This is an optimization exercise on Yosys and OpenROAD, whose aim is small area, a short achievable clock period and few clock cycles per item, not a production implementation. In this exercise RTL edits were held to simulation tests only and were not proved equivalent to the original. Power and IR drop assume default switching activity.

==> inputs of job 3585 <==
Design nonpreemptive_priority_scheduler_top, start of the top module:
module nonpreemptive_priority_scheduler_top (
  input  logic                        clk,
  input  logic                        rst_n,
  input  logic                        in_valid,
  output logic                        in_stall,
  input  logic [nps_pkg::ARR_W-1:0]   in_arrival_time,
  input  logic [nps_pkg::PRI_W-1:0]   in_priority_req,
  input  logic [nps_pkg::BUR_W-1:0]   in_burst_time,
  input  logic                        in_last_job,
  output logic                        out_valid,
  input  logic                        out_stall,
  output logic [nps_pkg::JOB_W-1:0]   out_job_number,
  output logic [nps_pkg::TIME_W-1:0]  out_completion_time,
  output logic [nps_pkg::TIME_W-1:0]  out_turnaround_time,
  output logic [nps_pkg::TIME_W-1:0]  out_waiting_time,
  output logic                        out_last_result
);
clock: 6.0 ns
lec_check: 0
cap_margin: 20
core_margin: 2
core_utilization: 40
slew_margin: 20
run.sh (not shown) runs the stock make flow with config.mk's settings and CLKGATE_MAP_FILE= SYNTH_SCRIPT=/design/flow/synth_recipe.tcl, a recipe that flattens the netlist after the stock synthesis.
==> inputs of job 5451, as changes to job 3585 <==
--- a/flow/design.v
+++ b/flow/design.v
@@ -101,14 +101,15 @@
       logic [1:0] c;
       c = cmp_tree(32'({in_priority_req, ~in_arrival_time}), 32'({e_pri[i], ~e_arr[i]}),
                    PRI_W + ARR_W);
       up[i] = (CNT_W'(i) >= nopen_r) || !c[1];
     end
   end
   logic [NP-1:0]     act, rdy, above, onehot, aabove, afirst, msel;
+  logic [ARR_W:0]    esum [NP];           
   logic              any;
   logic              a_free, b_take, pick;
   logic [ARR_W:0]    p_sum;
   logic [BUR_W-1:0]  p_bur;
   logic [ARR_W-1:0]  p_arr;
   logic [IDX_W-1:0]  p_num;
   logic [HW-1:0]     t_hi1;
@@ -117,34 +118,36 @@
   logic [CNT_W-1:0]  occ_pop;
   always_comb begin
     for (int i = 0; i < NP; i++) begin
       logic [1:0] c;
       c = cmp_tree(32'(e_arr[i]), 32'(t_r[ARR_W-1:0]), ARR_W);
       act[i]  = (CNT_W'(i) >= lo_r) && (CNT_W'(i) < occ_r) && !done_r[i];
       rdy[i]  = act[i] && ((t_r[TIME_W-1:ARR_W] != '0) || !(c[1] || (srch_r && c[0])));
+      esum[i] = {1'b0, t_r[ARR_W-1:0]} + {1'b0, e_bur[i]};
     end
     above[NP-1] = 1'b0;
     for (int i = NP - 2; i >= 0; i--) above[i] = above[i+1] | rdy[i+1];
     onehot = rdy & ~above;
     any    = |rdy;
     aabove[NP-1] = 1'b0;
     for (int i = NP - 2; i >= 0; i--) aabove[i] = aabove[i+1] | act[i+1];
     afirst = act & ~aabove;
     msel   = onehot | (afirst & {NP{!any}});
+    p_sum = '0;
     p_bur = '0;
     p_arr = '0;
     p_num = '0;
     for (int i = 0; i < NP; i++) begin
+      p_sum |= {(ARR_W+1){onehot[i]}} & esum[i];
       p_bur |= {BUR_W{onehot[i]}}     & e_bur[i];
       p_arr |= {ARR_W{msel[i]}}       & e_arr[i];
       p_num |= {IDX_W{onehot[i]}}     & e_num[i];
     end
   end
   assign t_hi1    = t_r[TIME_W-1:ARR_W] + HW'(1);
-  assign p_sum    = {1'b0, t_r[ARR_W-1:0]} + {1'b0, p_bur};
   assign ct       = {p_sum[ARR_W] ? t_hi1 : t_r[TIME_W-1:ARR_W], p_sum[ARR_W-1:0]};
   assign b_take   = !ov_r || !out_stall;
   assign a_free   = !a_v_r || b_take;
   assign pick     = any && !srch_r && a_free;
   assign act_done = (nrem_r == '0) || (pick && nrem_r == CNT_W'(1));
   assign activate = act_done && (q_cnt_r != '0);
   always_comb begin
--- a/flow/config.mk
+++ b/flow/config.mk
@@ -4,8 +4,9 @@
 export VERILOG_FILES = /design/flow/design.v
 export SDC_FILE = /design/flow/constraint.sdc
 export NUM_CORES = 4
 export LEC_CHECK = 0
 export CAP_MARGIN = 20
 export CORE_MARGIN = 2
 export CORE_UTILIZATION = 40
+export SETUP_SLACK_MARGIN = 1.5
 export SLEW_MARGIN = 20
==> inputs of job 4735, as changes to job 3585 <==
--- a/flow/design.v
+++ b/flow/design.v
@@ -77,15 +77,15 @@
   logic [QW-1:0]    q_cnt_r;
   logic [QP-1:0]    q_rd_r, q_wr_r;
   logic [TIME_W-1:0] t_r;                
   logic              srch_r;             
   logic              a_v_r;
   logic [TIME_W-1:0] a_ct_r;
   logic [ARR_W-1:0]  a_arr_r;
-  logic [BUR_W-1:0]  a_bur_r;
+  logic [TIME_W-1:0] a_st_r;
   logic [IDX_W-1:0]  a_num_r;
   logic              a_last_r;
   logic              ov_r;
   logic [JOB_W-1:0]  onum_r;
   logic [TIME_W-1:0] oct_r, otat_r, owt_r;
   logic              olast_r;
   logic          take, keep, close;
@@ -100,55 +100,59 @@
     for (int i = 0; i < NP; i++) begin
       logic [1:0] c;
       c = cmp_tree(32'({in_priority_req, ~in_arrival_time}), 32'({e_pri[i], ~e_arr[i]}),
                    PRI_W + ARR_W);
       up[i] = (CNT_W'(i) >= nopen_r) || !c[1];
     end
   end
-  logic [NP-1:0]     act, rdy, above, onehot, aabove, afirst, msel;
+  localparam int VW = (ARR_W + 1) + ARR_W + IDX_W;    
+  logic [NP-1:0]     act, rdy, above, onehot, aabove, afirst;
+  logic [VW-1:0]     tv  [2*NP];          
+  logic [2*NP-1:0]   tr;                  
   logic              any;
   logic              a_free, b_take, pick;
   logic [ARR_W:0]    p_sum;
-  logic [BUR_W-1:0]  p_bur;
-  logic [ARR_W-1:0]  p_arr;
+  logic [ARR_W-1:0]  p_arr, f_arr;
   logic [IDX_W-1:0]  p_num;
   logic [HW-1:0]     t_hi1;
   logic [TIME_W-1:0] ct;
-  logic              act_done, activate;
+  logic              act_done, activate, enter;
   logic [CNT_W-1:0]  occ_pop;
   always_comb begin
     for (int i = 0; i < NP; i++) begin
       logic [1:0] c;
       c = cmp_tree(32'(e_arr[i]), 32'(t_r[ARR_W-1:0]), ARR_W);
-      act[i]  = (CNT_W'(i) >= lo_r) && (CNT_W'(i) < occ_r) && !done_r[i];
-      rdy[i]  = act[i] && ((t_r[TIME_W-1:ARR_W] != '0) || !(c[1] || (srch_r && c[0])));
-    end
+      act[i] = (CNT_W'(i) >= lo_r) && (CNT_W'(i) < occ_r) && !done_r[i];
+      rdy[i] = act[i] && ((t_r[TIME_W-1:ARR_W] != '0) || !(c[1] || (srch_r && c[0])));
+      tv[NP+i] = {{1'b0, t_r[ARR_W-1:0]} + {1'b0, e_bur[i]}, e_arr[i], e_num[i]};
+      tr[NP+i] = rdy[i];
+    end
+    for (int k = NP - 1; k >= 1; k--) begin
+      tr[k] = tr[2*k] | tr[2*k+1];
+      tv[k] = tr[2*k+1] ? tv[2*k+1] : tv[2*k];
+    end
+    tr[0] = 1'b0;
+    tv[0] = '0;
+    any   = tr[1];
+    {p_sum, p_arr, p_num} = tv[1];
     above[NP-1] = 1'b0;
     for (int i = NP - 2; i >= 0; i--) above[i] = above[i+1] | rdy[i+1];
     onehot = rdy & ~above;
-    any    = |rdy;
     aabove[NP-1] = 1'b0;
     for (int i = NP - 2; i >= 0; i--) aabove[i] = aabove[i+1] | act[i+1];
     afirst = act & ~aabove;
-    msel   = onehot | (afirst & {NP{!any}});
-    p_bur = '0;
-    p_arr = '0;
-    p_num = '0;
-    for (int i = 0; i < NP; i++) begin
-      p_bur |= {BUR_W{onehot[i]}}     & e_bur[i];
-      p_arr |= {ARR_W{msel[i]}}       & e_arr[i];
-      p_num |= {IDX_W{onehot[i]}}     & e_num[i];
-    end
+    f_arr = '0;
+    for (int i = 0; i < NP; i++) f_arr |= {ARR_W{afirst[i]}} & e_arr[i];
   end
   assign t_hi1    = t_r[TIME_W-1:ARR_W] + HW'(1);
-  assign p_sum    = {1'b0, t_r[ARR_W-1:0]} + {1'b0, p_bur};
   assign ct       = {p_sum[ARR_W] ? t_hi1 : t_r[TIME_W-1:ARR_W], p_sum[ARR_W-1:0]};
   assign b_take   = !ov_r || !out_stall;
   assign a_free   = !a_v_r || b_take;
   assign pick     = any && !srch_r && a_free;
+  assign enter    = !any && !srch_r && (nrem_r != '0);
   assign act_done = (nrem_r == '0) || (pick && nrem_r == CNT_W'(1));
   assign activate = act_done && (q_cnt_r != '0);
   always_comb begin
     occ_pop = '0;
     for (int i = 0; i < NP; i++) begin
       if (CNT_W'(i) < occ_r && !done_r[i]) occ_pop = CNT_W'(i + 1);
     end
@@ -218,44 +222,48 @@
       if (activate) q_rd_r <= (q_rd_r == QP'(QD - 1)) ? '0 : q_rd_r + QP'(1);
       q_cnt_r <= q_cnt_r + (close ? QW'(1) : QW'(0)) - (activate ? QW'(1) : QW'(0));
       if (activate) begin
         nrem_r <= q_n[q_rd_r];
         srch_r <= 1'b0;
       end else if (pick) begin
         nrem_r <= nrem_r - CNT_W'(1);
-      end else if (nrem_r != '0 && (srch_r || !any)) begin
-        srch_r <= !srch_r || any;
+      end else if (enter) begin
+        srch_r <= 1'b1;
+      end else if (srch_r && !any) begin
+        srch_r <= 1'b0;
       end
       if (b_take) ov_r <= a_v_r;
       if (pick) a_v_r <= 1'b1;
       else if (b_take) a_v_r <= 1'b0;
     end
   end
   always_ff @(posedge clk) begin
     if (activate) begin
       t_r <= TIME_W'(q_min[q_rd_r]);
     end else if (pick) begin
       t_r <= ct;
-    end else if (nrem_r != '0 && (srch_r ? any : !any)) begin
+    end else if (srch_r && any) begin
       t_r <= TIME_W'(p_arr);
+    end else if (enter) begin
+      t_r <= TIME_W'(f_arr);
     end
   end
   always_ff @(posedge clk) begin
     if (a_free) begin
       a_ct_r   <= ct;
       a_arr_r  <= p_arr;
-      a_bur_r  <= p_bur;
+      a_st_r   <= t_r;
       a_num_r  <= p_num;
       a_last_r <= (nrem_r == CNT_W'(1));
     end
     if (b_take) begin
       onum_r  <= JOB_W'(a_num_r) + JOB_W'(1);
       oct_r   <= a_ct_r;
       otat_r  <= a_ct_r - TIME_W'(a_arr_r);
-      owt_r   <= a_ct_r - TIME_W'(a_arr_r) - TIME_W'(a_bur_r);
+      owt_r   <= a_st_r - TIME_W'(a_arr_r);
       olast_r <= a_last_r;
     end
   end
   assign out_valid           = ov_r;
   assign out_job_number      = onum_r;
   assign out_completion_time = oct_r;
   assign out_turnaround_time = otat_r;
--- a/flow/config.mk
+++ b/flow/config.mk
@@ -4,8 +4,9 @@
 export VERILOG_FILES = /design/flow/design.v
 export SDC_FILE = /design/flow/constraint.sdc
 export NUM_CORES = 4
 export LEC_CHECK = 0
 export CAP_MARGIN = 20
 export CORE_MARGIN = 2
 export CORE_UTILIZATION = 40
+export SETUP_SLACK_MARGIN = 0.7
 export SLEW_MARGIN = 20
==> inputs of job 3781, as changes to job 3585 <==
--- a/flow/design.v
+++ b/flow/design.v
@@ -58,14 +58,30 @@
       for (int i = 0; i + s < 32; i = i + 2 * s) begin
         g[i] = g[i+s] | (e[i+s] & g[i]);
         e[i] = e[i+s] & e[i];
       end
     end
     cmp_tree = {g[0], e[0]};
   endfunction
+  function automatic logic [ARR_W:0] add_pf(input logic [ARR_W-1:0] a, input logic [ARR_W-1:0] b);
+    logic [ARR_W-1:0] g, p, gg, pp;
+    g  = a & b;
+    p  = a ^ b;
+    gg = g;
+    pp = p;
+    for (int s = 1; s < ARR_W; s = s * 2) begin
+      for (int i = 0; i < ARR_W; i++) begin
+        if ((i / s) % 2 == 1) begin
+          gg[i] = gg[i] | (pp[i] & gg[(i / s) * s - 1]);
+          pp[i] = pp[i] & pp[(i / s) * s - 1];
+        end
+      end
+    end
+    add_pf = {gg[ARR_W-1], p ^ {gg[ARR_W-2:0], 1'b0}};
+  endfunction
   logic [ARR_W-1:0] e_arr [NP];
   logic [PRI_W-1:0] e_pri [NP];
   logic [BUR_W-1:0] e_bur [NP];
   logic [IDX_W-1:0] e_num [NP];
   logic [NP-1:0]    done_r;
   logic [CNT_W-1:0] occ_r;               
   logic [CNT_W-1:0] lo_r;                
@@ -77,15 +93,15 @@
   logic [QW-1:0]    q_cnt_r;
   logic [QP-1:0]    q_rd_r, q_wr_r;
   logic [TIME_W-1:0] t_r;                
   logic              srch_r;             
   logic              a_v_r;
   logic [TIME_W-1:0] a_ct_r;
   logic [ARR_W-1:0]  a_arr_r;
-  logic [BUR_W-1:0]  a_bur_r;
+  logic [TIME_W-1:0] a_st_r;
   logic [IDX_W-1:0]  a_num_r;
   logic              a_last_r;
   logic              ov_r;
   logic [JOB_W-1:0]  onum_r;
   logic [TIME_W-1:0] oct_r, otat_r, owt_r;
   logic              olast_r;
   logic          take, keep, close;
@@ -100,57 +116,74 @@
     for (int i = 0; i < NP; i++) begin
       logic [1:0] c;
       c = cmp_tree(32'({in_priority_req, ~in_arrival_time}), 32'({e_pri[i], ~e_arr[i]}),
                    PRI_W + ARR_W);
       up[i] = (CNT_W'(i) >= nopen_r) || !c[1];
     end
   end
-  logic [NP-1:0]     act, rdy, above, onehot, aabove, afirst, msel;
+  localparam int VW = (ARR_W + 1) + ARR_W + IDX_W;    
+  logic [NP-1:0]     act, rdy, above, onehot, aabove, afirst;
+  logic [VW-1:0]     tv  [2*NP];          
+  logic [2*NP-1:0]   tr;                  
   logic              any;
   logic              a_free, b_take, pick;
   logic [ARR_W:0]    p_sum;
-  logic [BUR_W-1:0]  p_bur;
-  logic [ARR_W-1:0]  p_arr;
+  logic [ARR_W-1:0]  p_arr, f_arr;
   logic [IDX_W-1:0]  p_num;
   logic [HW-1:0]     t_hi1;
   logic [TIME_W-1:0] ct;
-  logic              act_done, activate;
+  logic              activate;
   logic [CNT_W-1:0]  occ_pop;
   always_comb begin
     for (int i = 0; i < NP; i++) begin
       logic [1:0] c;
       c = cmp_tree(32'(e_arr[i]), 32'(t_r[ARR_W-1:0]), ARR_W);
-      act[i]  = (CNT_W'(i) >= lo_r) && (CNT_W'(i) < occ_r) && !done_r[i];
-      rdy[i]  = act[i] && ((t_r[TIME_W-1:ARR_W] != '0) || !(c[1] || (srch_r && c[0])));
-    end
+      act[i] = (CNT_W'(i) >= lo_r) && (CNT_W'(i) < occ_r) && !done_r[i];
+      rdy[i] = act[i] && ((t_r[TIME_W-1:ARR_W] != '0) || !(c[1] || (srch_r && c[0])));
+      tv[NP+i] = {add_pf(t_r[ARR_W-1:0], e_bur[i]), e_arr[i], e_num[i]};
+      tr[NP+i] = rdy[i];
+    end
+    for (int k = NP - 1; k >= 1; k--) begin
+      tr[k] = tr[2*k] | tr[2*k+1];
+      tv[k] = tr[2*k+1] ? tv[2*k+1] : tv[2*k];
+    end
+    tr[0] = 1'b0;
+    tv[0] = '0;
+    any   = tr[1];
+    {p_sum, p_arr, p_num} = tv[1];
     above[NP-1] = 1'b0;
     for (int i = NP - 2; i >= 0; i--) above[i] = above[i+1] | rdy[i+1];
     onehot = rdy & ~above;
-    any    = |rdy;
     aabove[NP-1] = 1'b0;
     for (int i = NP - 2; i >= 0; i--) aabove[i] = aabove[i+1] | act[i+1];
     afirst = act & ~aabove;
-    msel   = onehot | (afirst & {NP{!any}});
-    p_bur = '0;
-    p_arr = '0;
-    p_num = '0;
-    for (int i = 0; i < NP; i++) begin
-      p_bur |= {BUR_W{onehot[i]}}     & e_bur[i];
-      p_arr |= {ARR_W{msel[i]}}       & e_arr[i];
-      p_num |= {IDX_W{onehot[i]}}     & e_num[i];
-    end
-  end
+    f_arr = '0;
+    for (int i = 0; i < NP; i++) f_arr |= {ARR_W{afirst[i]}} & e_arr[i];
+  end
+  logic              nz, last1, qne, lastpick;
+  logic [TIME_W-1:0] t_any, t_none;
+  logic [CNT_W-1:0]  nrem_any, nrem_none;
   assign t_hi1    = t_r[TIME_W-1:ARR_W] + HW'(1);
-  assign p_sum    = {1'b0, t_r[ARR_W-1:0]} + {1'b0, p_bur};
   assign ct       = {p_sum[ARR_W] ? t_hi1 : t_r[TIME_W-1:ARR_W], p_sum[ARR_W-1:0]};
   assign b_take   = !ov_r || !out_stall;
   assign a_free   = !a_v_r || b_take;
+  assign nz       = (nrem_r != '0);
+  assign last1    = (nrem_r == CNT_W'(1));
+  assign qne      = (q_cnt_r != '0);
+  assign lastpick = !srch_r && a_free && last1 && qne;    
   assign pick     = any && !srch_r && a_free;
-  assign act_done = (nrem_r == '0) || (pick && nrem_r == CNT_W'(1));
-  assign activate = act_done && (q_cnt_r != '0);
+  assign activate = any ? lastpick : (!nz && qne);
+  assign t_any  = srch_r ? TIME_W'(p_arr) :
+                  !a_free ? t_r :
+                  (last1 && qne) ? TIME_W'(q_min[q_rd_r]) : ct;
+  assign t_none = !nz ? (qne ? TIME_W'(q_min[q_rd_r]) : t_r) :
+                  srch_r ? t_r : TIME_W'(f_arr);
+  assign nrem_any  = (srch_r || !a_free) ? nrem_r :
+                     last1 ? (qne ? q_n[q_rd_r] : '0) : nrem_r - CNT_W'(1);
+  assign nrem_none = (!nz && qne) ? q_n[q_rd_r] : nrem_r;
   always_comb begin
     occ_pop = '0;
     for (int i = 0; i < NP; i++) begin
       if (CNT_W'(i) < occ_r && !done_r[i]) occ_pop = CNT_W'(i + 1);
     end
   end
   always_ff @(posedge clk) begin
@@ -180,14 +213,20 @@
       end else begin
         done_r[i] <= dn_i;
       end
     end
   end
   logic [CNT_W-1:0] nopen_nx;
   logic [ARR_W-1:0] omin_nx;
+  logic [CNT_W-1:0] lo_keep, lo_act;
+  logic [QW-1:0]    q_cnt_keep, q_cnt_act;
+  assign lo_keep    = lo_r + (keep ? CNT_W'(1) : CNT_W'(0));
+  assign lo_act     = lo_keep - q_n[q_rd_r];
+  assign q_cnt_keep = q_cnt_r + (close ? QW'(1) : QW'(0));
+  assign q_cnt_act  = q_cnt_keep - QW'(1);
   always_comb begin
     logic [1:0] c;
     c = cmp_tree(32'(omin_r), 32'(in_arrival_time), ARR_W);
     nopen_nx = nopen_r + (keep ? CNT_W'(1) : CNT_W'(0));
     omin_nx  = omin_r;
     if (keep && (nopen_r == '0 || c[1])) omin_nx = in_arrival_time;
   end
@@ -208,54 +247,41 @@
       q_rd_r  <= '0;
       q_wr_r  <= '0;
       srch_r  <= 1'b0;
       a_v_r   <= 1'b0;
       ov_r    <= 1'b0;
     end else begin
       occ_r <= occ_pop + (keep ? CNT_W'(1) : CNT_W'(0));
-      lo_r  <= lo_r + (keep ? CNT_W'(1) : CNT_W'(0)) - (activate ? q_n[q_rd_r] : CNT_W'(0));
+      lo_r  <= activate ? lo_act : lo_keep;
       nopen_r <= close ? '0 : nopen_nx;
       if (close) q_wr_r <= (q_wr_r == QP'(QD - 1)) ? '0 : q_wr_r + QP'(1);
       if (activate) q_rd_r <= (q_rd_r == QP'(QD - 1)) ? '0 : q_rd_r + QP'(1);
-      q_cnt_r <= q_cnt_r + (close ? QW'(1) : QW'(0)) - (activate ? QW'(1) : QW'(0));
-      if (activate) begin
-        nrem_r <= q_n[q_rd_r];
-        srch_r <= 1'b0;
-      end else if (pick) begin
-        nrem_r <= nrem_r - CNT_W'(1);
-      end else if (nrem_r != '0 && (srch_r || !any)) begin
-        srch_r <= !srch_r || any;
-      end
+      q_cnt_r <= activate ? q_cnt_act : q_cnt_keep;
+      nrem_r <= any ? nrem_any : nrem_none;
+      srch_r <= any ? srch_r : (nz && !srch_r);
       if (b_take) ov_r <= a_v_r;
-      if (pick) a_v_r <= 1'b1;
-      else if (b_take) a_v_r <= 1'b0;
-    end
-  end
-  always_ff @(posedge clk) begin
-    if (activate) begin
-      t_r <= TIME_W'(q_min[q_rd_r]);
-    end else if (pick) begin
-      t_r <= ct;
-    end else if (nrem_r != '0 && (srch_r ? any : !any)) begin
-      t_r <= TIME_W'(p_arr);
-    end
+      a_v_r <= pick || (a_v_r && !b_take);
+    end
+  end
+  always_ff @(posedge clk) begin
+    t_r <= any ? t_any : t_none;
   end
   always_ff @(posedge clk) begin
     if (a_free) begin
       a_ct_r   <= ct;
       a_arr_r  <= p_arr;
-      a_bur_r  <= p_bur;
+      a_st_r   <= t_r;
       a_num_r  <= p_num;
       a_last_r <= (nrem_r == CNT_W'(1));
     end
     if (b_take) begin
       onum_r  <= JOB_W'(a_num_r) + JOB_W'(1);
       oct_r   <= a_ct_r;
       otat_r  <= a_ct_r - TIME_W'(a_arr_r);
-      owt_r   <= a_ct_r - TIME_W'(a_arr_r) - TIME_W'(a_bur_r);
+      owt_r   <= a_st_r - TIME_W'(a_arr_r);
       olast_r <= a_last_r;
     end
   end
   assign out_valid           = ov_r;
   assign out_job_number      = onum_r;
   assign out_completion_time = oct_r;
   assign out_turnaround_time = otat_r;
==> flow/config.mk (replaced) <==
export PLATFORM = sky130hd
export DESIGN_NAME = nonpreemptive_priority_scheduler_top
export DESIGN_NICKNAME = nonpreemptive_priority_scheduler_top
export VERILOG_FILES = /design/flow/design.v
export SDC_FILE = /design/flow/constraint.sdc
export NUM_CORES = 4
export LEC_CHECK = 0
export CAP_MARGIN = 20
export CORE_MARGIN = 2
export CORE_UTILIZATION = 60
export SETUP_SLACK_MARGIN = 1.5
export SLEW_MARGIN = 20
==> run summary <==
metric	job 3781	job 3585	job 4735	job 5451
Run status	complete, no violations	finished with violations	complete, no violations	complete, no violations
Reasons for failing layout checks	-	setup timing	-	-
Final total negative setup slack	0 ns	-0.840 ns	0 ns	0 ns
Detailed Routing Iterations Pass 1	9	10	7	10
Clock latency on the worst-skew pair	0.79 ns	0.77 ns	0.77 ns	0.83 ns
Number of global-route vias before repair	59.4k	48.5k	49.6k	60.2k
Share of cell area taken by multi-input logic gates	49.8%	41.2%	43.4%	49.9%
Buffer count from post-CTS setup fixing	81	37	37	145
Reg2Reg Capture Point	t_r[0]	a_ct_r[20]	t_r[19]	lo_r[4]
Net switching power figure	0.0194 W	0.0171 W	0.0127 W	0.0237 W
Post_cts resized	220	128	165	385
Clock buffers and inverters, area share	4.39%	4.95%	4.92%	4.52%
Antenna diodes	11	5	4	4
Clkbuf count	131	143	141	145
Post-synthesis xor/xnor area fraction	2.49%	0.977%	0.893%	3.20%
Fraction of the mapped netlist area in adder cells	18.1%	14.7%	14.2%	17.0%
Area taken by flip-flops and latches	0.0289 mm2	0.0287 mm2	0.0288 mm2	0.0287 mm2
Sequential fraction of the synthesis area	40.4%	47.1%	45.9%	39.7%
Worst ir drop on vdd	0.538 mV	0.479 mV	0.293 mV	0.430 mV
Synthesized instance count	6603	5258	5581	6868
Number of buffers added by the clock tree synthesis step	109	109	111	118
Total power	0.0436 W	0.0411 W	0.0327 W	0.0509 W
Design area	0.0848 mm2	0.0772 mm2	0.0776 mm2	0.0879 mm2
Testbench counts of job 3585, summed over its fixed seeds: cycles 22,204, jobs 19,788.
Testbench counts of job 5451, summed over its fixed seeds: cycles 22,204, jobs 19,788.
Testbench counts of job 4735, summed over its fixed seeds: cycles 22,204, jobs 19,788.
Testbench counts of job 3781, summed over its fixed seeds: cycles 22,204, jobs 19,788.

## afterwards: timing with drivers on the ports
In the flow no input, the clock included, has a driving cell. The finished layouts below were timed again as built, in two steps. Step 1, drivers: a clkbuf_16 drives clk and a buf_2 each remaining input, both assumed. Step 2 also shifts input and output timing later by t, the mid clock arrival at the registers, as if the neighbouring blocks saw the same clock. a / b / c = no drivers / after step 1 / after step 2; a / b = the first two.
| run | t (ns) | setup slack, ns | worst data-port slew with drivers (ns) | cell pins on the clock port's net |
|---|---|---|---|---|
| job 3585 | 0.828 | -0.112 / -0.112 / -0.112 | 0.11 | 1 |
| job 5451 | 0.862 | 0.708 / 0.708 / 0.706 | 0.04 | 1 |
| job 4735 | 0.833 | 0.294 / 0.294 / -0.037 | 0.10 | 1 |
| job 3781 | 0.842 | 1.052 / 1.052 / 0.646 | 0.09 | 1 |
With both steps, setup timing fails in job 4735, where it was met with ideal ports. The setup slack of job 3781, which loses most, moves by 0.000 ns with the drivers and by -0.406 ns with both steps.
